This is an optimization exercise on Yosys and OpenROAD, whose aim is small area, not a production implementation.
In this exercise RTL edits were held to simulation tests only and were not proved equivalent to the original.
No activity file was given, so power comes from the tool's default toggle rates. No driver is modelled on the clock port, so clocking that relies on it looks cheaper here than on a real chip.

== main ==
## route_table_move_to_front
module route_table_move_to_front #(
   parameter int ENTRIES = 32
) (
   input  wire logic          clock,
   input  wire logic          reset,
   input  wire logic          req_tvalid,
   output logic               req_tready,
   input  wire logic [87:0]   req_tdata,
   input  wire logic [1:0]    req_tuser,    
   output logic               rsp_tvalid,
   input  wire logic          rsp_tready,
   output logic [47:0]        rsp_tdata,
   output logic [1:0]         rsp_tuser     
);
For scale: ~3600 cells after synthesis, about 2700 flip-flops, roughly 61000 µm² of cells after synthesis.
export LEC_CHECK = 0
export CAP_MARGIN = 20
export CORE_MARGIN = 2
export CORE_UTILIZATION = 40
export CTS_BUF_LIST = sky130_fd_sc_hd__clkbuf_4
export CTS_CLUSTER_SIZE = 30
export SLEW_MARGIN = 20
create_clock -name core_clock -period 8.0 [get_ports {clock}]
run.sh (not shown) runs the stock make flow with config.mk's settings and CLKGATE_MAP_FILE= SYNTH_SCRIPT=/design/flow/synth_recipe.tcl, a recipe that flattens the netlist after the stock synthesis.
main completed end to end with timing, DRC and antenna clean.
Input changes introduced in the feature branch (baseline for comparison: main):
# main
export LEC_CHECK = 0
export CAP_MARGIN = 20
export CORE_MARGIN = 2
export CORE_UTILIZATION = 40
export CTS_BUF_LIST = sky130_fd_sc_hd__clkbuf_4
export CTS_CLUSTER_SIZE = 30
export SLEW_MARGIN = 20
create_clock -name core_clock -period 8.0 [get_ports {clock}]
# the feature branch
export LEC_CHECK = 0
export CAP_MARGIN = 20
export CORE_MARGIN = 2
export CORE_UTILIZATION = 40
export SLEW_MARGIN = 20
create_clock -name core_clock -period 8.0 [get_ports {clock}]
[summary]
- Comparing main and the feature branch, the higher minimum clock period after layout is on the feature branch.
- Maximum operating frequency of the feature branch falls short of that of main by a little under 10%.
- Compared the feature branch vs main, and leakage power is down in the feature branch.
- Fraction of power spent switching nets: the feature branch lower than main

---

route_table_move_to_front, a different RTL version from the one above (not shown whole).
For scale: about 3500 cells after synthesis, about 150 I/O pins, about 58000 µm² of cells after synthesis.
export LEC_CHECK = 0
export ABC_AREA = 1
export ABC_CLOCK_PERIOD_IN_PS = 8000
export CAP_MARGIN = 20
export CORE_MARGIN = 2
export CORE_UTILIZATION = 40
export SLEW_MARGIN = 20
create_clock -name core_clock -period 8.0 [get_ports {clock}]
standard.sh (not shown) runs the stock make flow with config.mk's settings and CLKGATE_MAP_FILE= SYNTH_SCRIPT=/design/flow/synth_recipe.tcl, a recipe that flattens the netlist after the stock synthesis.
==> flow/flow/run.sh <==
#!/bin/bash
# Standard layout, with two changes: clock tree synthesis without dummy loads,
# in clusters of up to 33 sinks on clkbuf_16 with clkbuf_8 above them,
# and port buffers of the smallest buffer cell.
set -euo pipefail
export CTS_ARGS="-sink_clustering_enable -repair_clock_nets -dont_use_dummy_load -buf_list \"sky130_fd_sc_hd__clkbuf_8 sky130_fd_sc_hd__clkbuf_16\" -sink_clustering_buffer sky130_fd_sc_hd__clkbuf_16 -root_buf sky130_fd_sc_hd__clkbuf_8 -tree_buf sky130_fd_sc_hd__clkbuf_8 -sink_clustering_size 33 -sink_clustering_max_diameter 150"
export BUFFER_PORTS_ARGS="-buffer_cell sky130_fd_sc_hd__buf_1"
bash standard.sh > standard.log 2>&1
Rerun with:
==> flow/flow/run.sh (replaced) <==
#!/bin/bash
# Standard layout, with two changes: clock tree synthesis without dummy loads,
# and port buffers of the smallest buffer cell.
set -euo pipefail
export CTS_ARGS="-sink_clustering_enable -repair_clock_nets -dont_use_dummy_load -sink_clustering_size 30 -sink_clustering_max_diameter 100"
export BUFFER_PORTS_ARGS="-buffer_cell sky130_fd_sc_hd__buf_1"
bash standard.sh > standard.log 2>&1
After rerunning: Power grows slightly. Global-route usage barely changes. Fmax shrinks slightly. Via count grows slightly.
Rerun with:
==> flow/flow/run.sh (replaced) <==
#!/bin/bash
# Standard layout, with two changes: clock tree synthesis without dummy loads,
# and port buffers of the smallest buffer cell.
set -euo pipefail
export CTS_ARGS="-sink_clustering_enable -repair_clock_nets -dont_use_dummy_load -sink_clustering_size 36 -sink_clustering_max_diameter 70"
export BUFFER_PORTS_ARGS="-buffer_cell sky130_fd_sc_hd__buf_1"
bash standard.sh > standard.log 2>&1
Outcome:
- worst setup slack gets better by 0.031 ns
- wire length hardly moves
- sequential share of layout area barely changes
- clock skew rises by 0.0081 ns
- global-route usage hardly moves
- flip-flop and latch count does not change
- sequential power hardly moves
- via count hardly moves
- final cell count hardly moves
- power barely changes
- cell area hardly moves
Rerun with:
==> flow/flow/run.sh (replaced) <==
#!/bin/bash
# Standard layout, with two changes: clock tree synthesis without dummy loads,
# and port buffers of the smallest buffer cell.
set -euo pipefail
export CTS_ARGS="-sink_clustering_enable -repair_clock_nets -dont_use_dummy_load -sink_clustering_size 38 -sink_clustering_max_diameter 50"
export BUFFER_PORTS_ARGS="-buffer_cell sky130_fd_sc_hd__buf_1"
bash standard.sh > standard.log 2>&1
Synthesized cell count does not change.
Wire length climbs slightly.
Clock-buffer cell count is higher by 37.
Die area does not change.
Cell area goes up slightly.
Fmax stays flat.
Sequential power stays flat.
Setup slack is about the same.
Sequential share of layout area shrinks by 1.2 points.
Rerun with:
==> flow/flow/run.sh (replaced) <==
#!/bin/bash
# Standard layout, with two changes: clock tree synthesis without dummy loads,
# and port buffers of the smallest buffer cell.
set -euo pipefail
export CTS_ARGS="-sink_clustering_enable -repair_clock_nets -dont_use_dummy_load -buf_list \"sky130_fd_sc_hd__clkbuf_8 sky130_fd_sc_hd__clkbuf_16\" -sink_clustering_buffer sky130_fd_sc_hd__clkbuf_16 -root_buf sky130_fd_sc_hd__clkbuf_8 -tree_buf sky130_fd_sc_hd__clkbuf_8 -sink_clustering_size 33 -sink_clustering_max_diameter 100"
export BUFFER_PORTS_ARGS="-buffer_cell sky130_fd_sc_hd__buf_1"
bash standard.sh > standard.log 2>&1
What happened:
- The new run produced a clean layout
- routed wire length shrinks slightly
- cell count went down slightly
- utilization is lower by 0.85 points
- flip-flop and latch count does not change
- area after synthesis does not change
- final area decreases slightly
- non-clock buffer count is unchanged
- die area does not change
- clock-buffer cell count fell by 45
- via count falls slightly
Rerun with:
--- a/flow/flow/run.sh
+++ b/flow/flow/run.sh
@@ -1,4 +1,5 @@
 #!/bin/bash
 # Standard layout, with two changes: clock tree synthesis without dummy loads,
+# in clusters of up to 33 sinks on clkbuf_16 with clkbuf_8 above them,
 # and port buffers of the smallest buffer cell.
 set -euo pipefail
=> First-iteration DRC count stays the same. Final cell count is unchanged. Wire length stays the same.

---

Setup of job 6411:
route_table_move_to_front with an RTL version that a note above also has.
For scale: ~2,700 flip-flops, about 150 I/O pins, ~61,000 um^2 of cells after synthesis.
Settings: LEC_CHECK=0, CAP_MARGIN=20, CORE_MARGIN=2, CORE_UTILIZATION=40, CTS_BUF_LIST=sky130_fd_sc_hd__clkbuf_2 sky130_fd_sc_hd__clkbuf_4 sky130_fd_sc_hd__clkbuf_8, SLEW_MARGIN=20; clock period 8.0 ns.
run.sh (not shown) runs the stock make flow with config.mk's settings and CLKGATE_MAP_FILE= SYNTH_SCRIPT=/design/flow/synth_recipe.tcl, a recipe that flattens the netlist after the stock synthesis.
Stock flow here: none of the scripts above is used.
Input-level comparison between job 3759 and job 6411:
Settings: clearing CTS_BUF_LIST, which used to be sky130_fd_sc_hd__clkbuf_2 sky130_fd_sc_hd__clkbuf_4 sky130_fd_sc_hd__clkbuf_8.
==> flow/flow/run.sh (new file) <==
#!/bin/bash
# Standard layout, with two changes: clock tree synthesis without dummy loads,
# and port buffers of the smallest buffer cell.
set -euo pipefail
export CTS_ARGS="-sink_clustering_enable -repair_clock_nets -dont_use_dummy_load"
export BUFFER_PORTS_ARGS="-buffer_cell sky130_fd_sc_hd__buf_1"
bash standard.sh > standard.log 2>&1
==> flow/standard.sh (new file) <==
#!/bin/bash
# synth_recipe.tcl (not shown) runs the flow's synth.tcl, then flattens the netlist and writes it again
# the make line also repeats each setting of config.mk as NAME=value (left out here)
make -C /OpenROAD-flow-scripts/flow DESIGN_CONFIG=/design/flow/config.mk WORK_HOME=/design/flow/orfs CLKGATE_MAP_FILE= SYNTH_SCRIPT=/design/flow/synth_recipe.tcl "${@:-finish}"
removed: flow/run.sh
Findings:
- Job 3759 finished end to end and its layout was clean on timing, DRC and antenna.
- Job 6411 ended with every stage complete and zero timing, DRC or antenna violations.
- Compared with job 6411, job 3759 shows placed wire-length estimate after detailed placement lower by about 1.9%.
- Job 3759 against job 6411; total power divided by cell area is down by a few percent.
- Job 3759 reports its uppermost metal layer occupied by signal nets as met5 while job 6411 reports met4.
- Going from job 6411 to job 3759, critical path depth increased 2, fmax increased 17 MHz.
- The run showing the greater count of clock-buffer cells in the layout is job 6411.
- Compared job 3759 against job 6411; part of the power in combinational logic within noise.

## static timing again, ports no longer ideal
No port has a modelled driver above. Below, the same layouts with a new extraction and two added sets of constraints. Step 1 assumes that a clkbuf_16 drives the clock port and a buf_2 every other input. Step 2 moves the port delays by t, midway between the first and last clock arrival at a register: inputs arrive t later, outputs are due t later. That takes back most of the time a late clock gives input paths. a / b / c = ideal / step 1 / step 2; a / b = the first two.
run	shift t [ns]	setup WS [ns]	worst setup path at the end	worst data-port slew with drivers (ns)
main	1.244	2.276 / 2.325 / 1.080	input to register	0.15
the feature branch	0.855	1.825 / 1.874 / 1.019	input to register	0.15
the first run of note 2	0.919	2.059 / 2.063 / 1.144	input to register	0.17
the second run of note 2	0.785	1.946 / 1.994 / 1.208	input to register	0.15
the third run of note 2	0.784	1.977 / 1.963 / 1.179	input to register	0.15
the fourth run of note 2	0.800	1.978 / 1.983 / 1.182	input to register	0.15
the fifth run of note 2	0.920	2.088 / 2.090 / 1.170	input to register	0.15
the sixth run of note 2	0.920	2.088 / 2.090 / 1.170	input to register	0.15
job 6411	0.982	1.969 / 2.015 / 1.033	input to register	0.18
job 3759	0.827	2.528 / 2.536 / 1.710	input to register	0.17
After both steps setup and hold are still met in every run listed. The setup slack of main, which loses most, moves by +0.049 ns with the drivers and by -1.196 ns with both steps.
